Context: an optimization exercise on an open-source flow, tuned for small area and a short achievable clock period. The choices shown serve that exercise and are no tape-out recipe.
Function was checked by simulation only, so behaviour that the tests miss may differ from the original.
Power is estimated from default activity; no workload was simulated.

==> inputs of 01-05 <==
==> flow/design.v <==
package stream_fifo_pkg;
	typedef logic [15:0] sample_t;
	typedef struct packed {
		sample_t hi;
		sample_t lo;
	} sample_pair_t;
	typedef logic [31:0] word_count_t;
endpackage
module stream_fifo_top (
	input  logic                          ti_clk,
	input  logic                          reset,
	input  logic                          sample_wr,
	input  stream_fifo_pkg::sample_t      sample_in,
	input  logic                          word_rd,
	output stream_fifo_pkg::sample_pair_t word_out,
	output logic                          block_rdy,
	output stream_fifo_pkg::word_count_t  fill_count
);
	localparam int NROW = 10;
	localparam int NCOL = 8;
	logic [31:0] mem [NROW*NCOL];
	logic [NROW-1:0] wr_row, rd_row;    
	logic [NCOL-1:0] wr_col, rd_col;    
	logic            wr_half;           
	logic [4:0] in_cnt;      
	logic [6:0] st_cnt;      
	logic [3:0] out_cnt;     
	logic       last_wr;     
	logic       last_rd;     
	logic [7:0] fill;
	logic do_write, do_read;
	logic write_ok, read_ok, mv_wr, mv_rd;
	assign do_write = sample_wr && (in_cnt != 5'd16);
	assign do_read  = word_rd && (out_cnt != 4'd0);
	assign write_ok = (in_cnt >= 5'd2) && (st_cnt != 7'd64);
	assign read_ok  = (st_cnt != 7'd0) && (out_cnt != 4'd8) && !last_rd;
	assign mv_rd    = read_ok && (!write_ok || last_wr);
	assign mv_wr    = write_ok && !mv_rd;
	logic [NCOL-1:0] wcol_lo, wcol_hi;
	assign wcol_lo = do_write && !wr_half ? wr_col : '0;
	assign wcol_hi = do_write &&  wr_half ? wr_col : '0;
	for (genvar r = 0; r < NROW; r++) begin : g_row
		for (genvar c = 0; c < NCOL; c++) begin : g_col
			always_ff @(posedge ti_clk) begin
				if (wr_row[r] && wcol_lo[c]) mem[r*NCOL+c][15:0]  <= sample_in;
				if (wr_row[r] && wcol_hi[c]) mem[r*NCOL+c][31:16] <= sample_in;
			end
		end
	end
	logic [31:0] row_word [NROW];
	logic [31:0] head;
	always_comb begin
		for (int r = 0; r < NROW; r++) begin
			row_word[r] = '0;
			for (int c = 0; c < NCOL; c++) begin
				row_word[r] = row_word[r] | (mem[r*NCOL+c] & {32{rd_col[c]}});
			end
		end
		head = '0;
		for (int r = 0; r < NROW; r++) begin
			head = head | (row_word[r] & {32{rd_row[r]}});
		end
	end
	always_ff @(posedge ti_clk) begin
		if (reset) begin
			wr_row    <= NROW'(1);
			wr_col    <= NCOL'(1);
			wr_half   <= 1'b0;
			rd_row    <= NROW'(1);
			rd_col    <= NCOL'(1);
			in_cnt    <= '0;
			st_cnt    <= '0;
			out_cnt   <= '0;
			last_wr   <= 1'b0;
			last_rd   <= 1'b0;
			fill      <= '0;
			word_out  <= '0;
			block_rdy <= 1'b0;
		end else begin
			if (do_write) begin
				wr_half <= !wr_half;
				if (wr_half) begin
					wr_col <= {wr_col[NCOL-2:0], wr_col[NCOL-1]};
					if (wr_col[NCOL-1]) wr_row <= {wr_row[NROW-2:0], wr_row[NROW-1]};
				end
			end
			if (do_read) begin
				word_out <= head;
				rd_col   <= {rd_col[NCOL-2:0], rd_col[NCOL-1]};
				if (rd_col[NCOL-1]) rd_row <= {rd_row[NROW-2:0], rd_row[NROW-1]};
			end
			in_cnt  <= in_cnt + 5'(do_write) - (mv_wr ? 5'd2 : 5'd0);
			st_cnt  <= st_cnt + 7'(mv_wr) - 7'(mv_rd);
			out_cnt <= out_cnt + 4'(last_rd) - 4'(do_read);
			last_wr <= mv_wr;
			last_rd <= mv_rd;
			case ({do_write, do_read})
				2'b10:   fill <= fill + 8'd1;
				2'b01:   fill <= fill - 8'd2;
				2'b11:   fill <= fill - 8'd1;
				default: fill <= fill;
			endcase
			block_rdy <= (out_cnt >= 4'd4);
		end
	end
	assign fill_count = {24'd0, fill};
endmodule
==> flow/run.sh <==
#!/bin/bash
# synth_recipe.tcl (not shown) runs the flow's synth.tcl, then flattens the netlist and writes it again
# the make line also repeats each setting of config.mk as NAME=value (left out here)
make -C /OpenROAD-flow-scripts/flow DESIGN_CONFIG=/design/flow/config.mk WORK_HOME=/design/flow/orfs CLKGATE_MAP_FILE= SYNTH_SCRIPT=/design/flow/synth_recipe.tcl finish
==> flow/config.mk <==
export PLATFORM = sky130hd
export DESIGN_NAME = stream_fifo_top
export DESIGN_NICKNAME = stream_fifo_top
export VERILOG_FILES = /design/flow/design.v
export SDC_FILE = /design/flow/constraint.sdc
export NUM_CORES = 4
export LEC_CHECK = 0
export CAP_MARGIN = 20
export CORE_MARGIN = 2
export CORE_UTILIZATION = 65
export CTS_CLUSTER_DIAMETER = 90
export CTS_CLUSTER_SIZE = 30
export SETUP_SLACK_MARGIN = 5
export SLEW_MARGIN = 20
export TNS_END_PERCENT = 5
==> flow/constraint.sdc <==
create_clock -name core_clock -period 8.0 [get_ports {ti_clk}]
set_input_delay 1.6000 -clock core_clock [delete_from_list [all_inputs] [get_ports {ti_clk}]]
set_output_delay 1.6000 -clock core_clock [all_outputs]
set_load 0.01 [all_outputs]
==> 05-07 (differences from 01-05) <==
==> flow/design.v, changed modules only <==
module stream_fifo_top (
	input  logic                          ti_clk,
	input  logic                          reset,
	input  logic                          sample_wr,
	input  stream_fifo_pkg::sample_t      sample_in,
	input  logic                          word_rd,
	output stream_fifo_pkg::sample_pair_t word_out,
	output logic                          block_rdy,
	output stream_fifo_pkg::word_count_t  fill_count
);
	localparam int NPAIR = 80;
	logic [15:0] mem_lo [NPAIR];
	logic [15:0] mem_hi [NPAIR];
	logic [6:0] wr_pair;     
	logic       wr_half;     
	logic [6:0] rd_pair;     
	logic [4:0] in_cnt;      
	logic [6:0] st_cnt;      
	logic [3:0] out_cnt;     
	logic       last_wr;     
	logic       last_rd;     
	logic [7:0] fill;
	logic do_write, do_read;
	logic write_ok, read_ok, mv_wr, mv_rd;
	assign do_write = sample_wr && (in_cnt != 5'd16);
	assign do_read  = word_rd && (out_cnt != 4'd0);
	assign write_ok = (in_cnt >= 5'd2) && (st_cnt != 7'd64);
	assign read_ok  = (st_cnt != 7'd0) && (out_cnt != 4'd8) && !last_rd;
	assign mv_rd    = read_ok && (!write_ok || last_wr);
	assign mv_wr    = write_ok && !mv_rd;
	always_ff @(posedge ti_clk) begin
		if (do_write) begin
			if (wr_half) mem_hi[wr_pair] <= sample_in;
			else         mem_lo[wr_pair] <= sample_in;
		end
	end
	always_ff @(posedge ti_clk) begin
		if (reset) begin
			wr_pair   <= '0;
			wr_half   <= 1'b0;
			rd_pair   <= '0;
			in_cnt    <= '0;
			st_cnt    <= '0;
			out_cnt   <= '0;
			last_wr   <= 1'b0;
			last_rd   <= 1'b0;
			fill      <= '0;
			word_out  <= '0;
			block_rdy <= 1'b0;
		end else begin
			if (do_write) begin
				wr_half <= !wr_half;
				if (wr_half) wr_pair <= (wr_pair == 7'(NPAIR - 1)) ? 7'd0 : wr_pair + 7'd1;
			end
			if (do_read) begin
				word_out <= {mem_hi[rd_pair], mem_lo[rd_pair]};
				rd_pair  <= (rd_pair == 7'(NPAIR - 1)) ? 7'd0 : rd_pair + 7'd1;
			end
			in_cnt  <= in_cnt + 5'(do_write) - (mv_wr ? 5'd2 : 5'd0);
			st_cnt  <= st_cnt + 7'(mv_wr) - 7'(mv_rd);
			out_cnt <= out_cnt + 4'(last_rd) - 4'(do_read);
			last_wr <= mv_wr;
			last_rd <= mv_rd;
			fill    <= fill + 8'(do_write) - (do_read ? 8'd2 : 8'd0);
			block_rdy <= (out_cnt >= 4'd4);
		end
	end
	assign fill_count = {24'd0, fill};
endmodule
CORE_UTILIZATION = 40   (was 65)
CTS_CLUSTER_DIAMETER = unset   (was 90)
CTS_CLUSTER_SIZE = unset   (was 30)
SETUP_SLACK_MARGIN = unset   (was 5)
TNS_END_PERCENT = unset   (was 5)
==> run summary <==
metric                                                                                05-07                      01-05
Worst relative slew slack                                                             19.1%                      20.2%
Leakage power                                                                       35.6 nW                    30.6 nW
Worst reg2reg endpoint                                             word_out[7]$_SDFFE_PP0P_  word_out[24]$_SDFFE_PP0P_
Synth top area share                                                                  74.6%                      78.9%
Number of antenna violations at the first check in global routing                        11                         16
Vias per Instance                                                                      5.84                       7.37
Final cell count without fillers                                                       9180                       7371
WP data required                                                                    8.74 ns                    8.41 ns
Post-synthesis share of cell area spent on xor and xnor gates                        0.162%                     0.171%
Status                                                     no timing/DRC/antenna violations  no timing/DRC/antenna violations
Multi-input logic portion of the cell area                                            19.5%                      16.1%
Global-route wire length before repair                                            399000 um                  386000 um
Violation count after the first detailed-route iteration                               7040                       8744
Final worst slack                                                                   3.50 ns                    4.76 ns
Crit path capture                                                  word_out[7]$_SDFFE_PP0P_       mem[56][7]$_DFFE_PP_

[what the ideal ports hide]
The flow's constraints put no driver on any port. The routed layouts listed below were extracted and timed again, unchanged, in two steps. Step 1: set_driving_cell puts a clkbuf_16 on ti_clk and a buf_2 on each other input, an assumption about the parent block. Step 2 also shifts input and output timing later by t, the mid clock arrival at the registers, as if the neighbouring blocks saw the same clock. Slacks: no drivers / after step 1 / after step 2; pairs: no drivers / after step 1.
run	shift t [ns]	slack for setup (ns)	hold slack, ns
01-05	0.857	4.757 / 4.707 / 3.964	0.515 / 0.515 / 0.515
05-07	1.011	3.496 / 3.496 / 3.114	0.554 / 0.554 / 0.554
After both steps setup and hold are still met in every run listed. For 01-05, which loses most, drivers alone change the setup slack by -0.050 ns; drivers and shift together by -0.793 ns.
